Source: an optimization exercise on an open RTL-to-GDS flow (aim: small area). Production flows keep margins and buffers that such runs may drop. Only simulation tests tie the RTL to the original design; equivalence was not proved. Power and IR drop assume default switching activity.

## the reference run
==> flow/design.v <==
module mvm_host_ctrl #(
   parameter int k       = 8,
   parameter int b       = 8,
   parameter int timeout = 4096
) (
   input  logic                  clk,
   input  logic                  reset,
   input  logic                  cmd_valid,
   output logic                  cmd_ready,
   input  logic [1:0]            cmd_mode,
   input  logic                  in_valid,
   output logic                  in_ready,
   input  logic signed [b-1:0]   in_data,
   output logic                  loadMatrix,
   output logic                  loadVector,
   output logic                  start,
   output logic signed [b-1:0]   data_in,
   input  logic                  done,
   input  logic signed [2*b-1:0] data_out,
   output logic                  res_valid,
   input  logic                  res_ready,
   output logic signed [2*b-1:0] res_data,
   output logic                  res_last,
   output logic                  busy,
   output logic                  err
);
   localparam int NW = k*k + k;       
   localparam int TW = $clog2(timeout);
   typedef enum logic [3:0] {
      S_IDLE    = 4'd0,
      S_ERR     = 4'd1,    
      S_FILL    = 4'd2,
      S_LOAD1   = 4'd3,
      S_STREAM1 = 4'd4,
      S_LOAD2   = 4'd5,
      S_STREAM2 = 4'd6,
      S_START   = 4'd7,
      S_WAIT    = 4'd8,
      S_CAPTURE = 4'd9,
      S_DRAIN   = 4'd10
   } state_t;
   state_t           state_q, state_d;
   logic [1:0]       mode_q;
   logic [TW-1:0]    cnt_q, cnt_d;
   logic [8*NW-1:0]  ch_q;            
   logic             en;
   wire idle    = (state_q == S_IDLE) || (state_q == S_ERR);
   wire fill    = (state_q == S_FILL);
   wire stream  = (state_q == S_STREAM1) || (state_q == S_STREAM2);
   wire capture = (state_q == S_CAPTURE);
   wire drain   = (state_q == S_DRAIN);
   wire waiting = (state_q == S_WAIT);
   wire c_71   = cnt_q[6] & (&cnt_q[2:0]);
   wire c_63   = &cnt_q[5:0];
   wire c_7    = &cnt_q[2:0];
   wire c_tmo  = &cnt_q[TW-1:1];      
   wire fill_last = mode_q[1] ? (mode_q[0] ? c_7 : c_63) : c_71;
   wire first_last = mode_q[0] ? c_7 : c_63;
   always_comb begin
      state_d = state_q;
      case (state_q)
         S_IDLE, S_ERR: if (cmd_valid) state_d = S_FILL;
                        else           state_d = S_IDLE;
         S_FILL:    if (in_valid && fill_last) state_d = S_LOAD1;
         S_LOAD1:   state_d = S_STREAM1;
         S_STREAM1: if (first_last) begin
                       if (mode_q[1]) state_d = S_START;
                       else           state_d = S_LOAD2;
                    end
         S_LOAD2:   state_d = S_STREAM2;
         S_STREAM2: if (c_71) state_d = S_START;
         S_START:   state_d = S_WAIT;
         S_WAIT:    if (done) state_d = S_CAPTURE;
                    else if (c_tmo) state_d = S_ERR;
         S_CAPTURE: if (c_7) state_d = S_DRAIN;
         S_DRAIN:   if (res_ready && c_7) state_d = S_IDLE;
         default:   state_d = S_IDLE;
      endcase
   end
   wire sh_in  = (fill && in_valid) || stream;
   wire sh_res = capture || (drain && res_ready);
   assign en = sh_in || sh_res || idle || waiting || (state_q == S_START);
   wire c_clr = idle || (state_q == S_LOAD1) || (state_q == S_START) || (waiting && done);
   wire c_inc = en;
   always_comb begin
      if (c_clr) cnt_d = '0;
      else       cnt_d = cnt_q + TW'(c_inc);
   end
   always_ff @(posedge clk) begin
      if (reset) state_q <= S_IDLE;
      else       state_q <= state_d;
      cnt_q <= cnt_d;
      if (idle) mode_q <= cmd_mode;
   end
   wire hold = (state_q == S_LOAD1) || (state_q == S_LOAD2)
               || (fill && !in_valid) || (drain && !res_ready);
   logic pol_q;
   always_ff @(posedge clk) begin
      if (reset) pol_q <= 1'b0;
      else       pol_q <= !pol_q;
   end
   wire [7:0] pol8  = {8{pol_q}};
   wire [7:0] hi_p  = data_out[15:8] ^ pol8;
   always_ff @(posedge clk) begin
      ch_q[7:0]                <= ({8{sh_in}} & in_data)
                                | ({8{sh_res}} & data_out[7:0])
                                | ({8{hold}} & ch_q[7:0]);
      ch_q[15:8]               <= ~(((ch_q[7:0] ^ pol8) | {8{hold}})
                                  & (ch_q[15:8] | {8{en}}));
      ch_q[8*k-1:16]           <= ~((ch_q[8*k-9:8] | {8*(k-2){hold}})
                                  & (ch_q[8*k-1:16] | {8*(k-2){en}}));
      ch_q[8*k +: 8]           <= ~(({8{sh_in}} & ch_q[8*(k-1) +: 8])
                                  | ({8{sh_res}} & hi_p)
                                  | ({8{hold}} & ch_q[8*k +: 8]));
      ch_q[8*NW-1:8*(k+1)]     <= ~((ch_q[8*NW-9:8*k] | {8*(NW-k-1){hold}})
                                  & (ch_q[8*NW-1:8*(k+1)] | {8*(NW-k-1){en}}));
   end
   wire t_all = stream && !mode_q[1];
   wire t_mat = stream && (mode_q == 2'd2);
   wire t_vec = stream && (mode_q == 2'd3);
   assign cmd_ready  = idle;
   assign busy       = !idle;
   assign in_ready   = fill;
   assign err        = (state_q == S_ERR);
   assign start      = (state_q == S_START);
   assign loadMatrix = ((state_q == S_LOAD1) && !mode_q[0]) || ((state_q == S_LOAD2) &&  mode_q[0]);
   assign loadVector = ((state_q == S_LOAD1) &&  mode_q[0]) || ((state_q == S_LOAD2) && !mode_q[0]);
   assign data_in    = (({8{t_all}} & ch_q[8*(NW-1) +: 8])
                      | ({8{t_mat}} & ch_q[8*(k*k-1) +: 8])
                      | ({8{t_vec}} & ch_q[8*(k-1) +: 8])) ^ {8{stream && pol_q}};
   assign res_valid  = drain;
   assign res_data   = {ch_q[8*(2*k-1) +: 8], ch_q[8*(k-1) +: 8]} ^ {2{pol8}};
   assign res_last   = drain && c_7;
endmodule
clock: 5.0 ns
lec_check: 0
cap_margin: 20
core_margin: 2
core_utilization: 85
slew_margin: 20
standard.sh (not shown) runs the stock make flow with config.mk's settings and CLKGATE_MAP_FILE= SYNTH_SCRIPT=/design/flow/synth_recipe.tcl, a recipe that flattens the netlist after the stock synthesis.
==> flow/flow/run.sh <==
#!/bin/bash
# The standard layout, with two changes: the ports get the smallest buffer
# (sky130 buf_1) instead of the one buffer_ports picks by default, and clock
# tree synthesis inserts no dummy loads. Every other step is the standard flow's own.
set -euo pipefail
cd "$(dirname "$0")/.."
bash standard.sh \
  "BUFFER_PORTS_ARGS=-buffer_cell sky130_fd_sc_hd__buf_1" \
  "CTS_ARGS=-sink_clustering_enable -repair_clock_nets -dont_use_dummy_load -buf_list sky130_fd_sc_hd__clkbuf_4 -sink_clustering_size 12 -sink_clustering_max_diameter 30" \
  finish > standard.log 2>&1
Here is what was changed in the inputs of the trial run compared with the reference run.
diff --git a/flow/design.v b/flow/design.v
--- a/flow/design.v
+++ b/flow/design.v
@@ -100,15 +100,15 @@
       else       pol_q <= !pol_q;
    end
    wire [7:0] pol8  = {8{pol_q}};
+   wire [7:0] in_p  = in_data ^ pol8;
+   wire [7:0] lo_p  = data_out[7:0] ^ pol8;
    wire [7:0] hi_p  = data_out[15:8] ^ pol8;
    always_ff @(posedge clk) begin
-      ch_q[7:0]                <= ({8{sh_in}} & in_data)
-                                | ({8{sh_res}} & data_out[7:0])
-                                | ({8{hold}} & ch_q[7:0]);
-      ch_q[15:8]               <= ~(((ch_q[7:0] ^ pol8) | {8{hold}})
-                                  & (ch_q[15:8] | {8{en}}));
-      ch_q[8*k-1:16]           <= ~((ch_q[8*k-9:8] | {8*(k-2){hold}})
-                                  & (ch_q[8*k-1:16] | {8*(k-2){en}}));
+      ch_q[7:0]                <= ~(({8{sh_in}} & in_p)
+                                  | ({8{sh_res}} & lo_p)
+                                  | ({8{hold}} & ch_q[7:0]));
+      ch_q[8*k-1:8]            <= ~((ch_q[8*k-9:0] | {8*(k-1){hold}})
+                                  & (ch_q[8*k-1:8] | {8*(k-1){en}}));
       ch_q[8*k +: 8]           <= ~(({8{sh_in}} & ch_q[8*(k-1) +: 8])
                                   | ({8{sh_res}} & hi_p)
                                   | ({8{hold}} & ch_q[8*k +: 8]));
--- outcome ---
- The run showing the greater total clock buffers created by CTS is the trial run.
- Going from the reference run to the trial run, total stage count of the critical path climbed 2, proportion of cell area occupied by multi-input gates rose by 0.32 points, wire length has decreased, placed cell area moved up, last weighted congestion value of the routability-driven placer rose 7.8%.
- The termination of the worst setup path comes out data_in[4] in one run and res_data[9] in the other, namely in the trial run and the reference run respectively.
- Diff the reference run -> the trial run: overall power of the completed layout has increased; post-synthesis share of cell area spent on full adders, half adders and majority gates has remained practically unchanged; simple-gate share of the synthesized area has remained practically unchanged; via count has decreased.

port drivers added, routing unchanged:
Ports are ideal in the flow. The routed layouts listed here were re-timed in OpenROAD.
Step 1, drivers: a clkbuf_16 drives clk and a buf_2 each remaining input, both assumed.
Step 2, shift: input delay + t, output delay - t, t = (earliest + latest rising clock arrival at the registers) / 2. This alone moves slack from input paths to output paths.
Slacks: ideal ports / drivers / drivers and shift; pairs: ideal ports / drivers.
run	shift t [ns]	setup slack, ns	hold WS [ns]	latest minus earliest clock arrival (ns)	pins driven straight from the clock port
the reference run	0.716	1.660 / 1.617 / 1.724	0.397 / 0.397 / 0.397	0.083 / 0.083	1
the trial run	0.703	1.778 / 1.735 / 1.727	0.371 / 0.371 / 0.371	0.104 / 0.104	1
After both steps every run listed still meets setup and hold. For the trial run, which loses most, drivers alone change the setup slack by -0.043 ns; drivers and shift together by -0.051 ns.
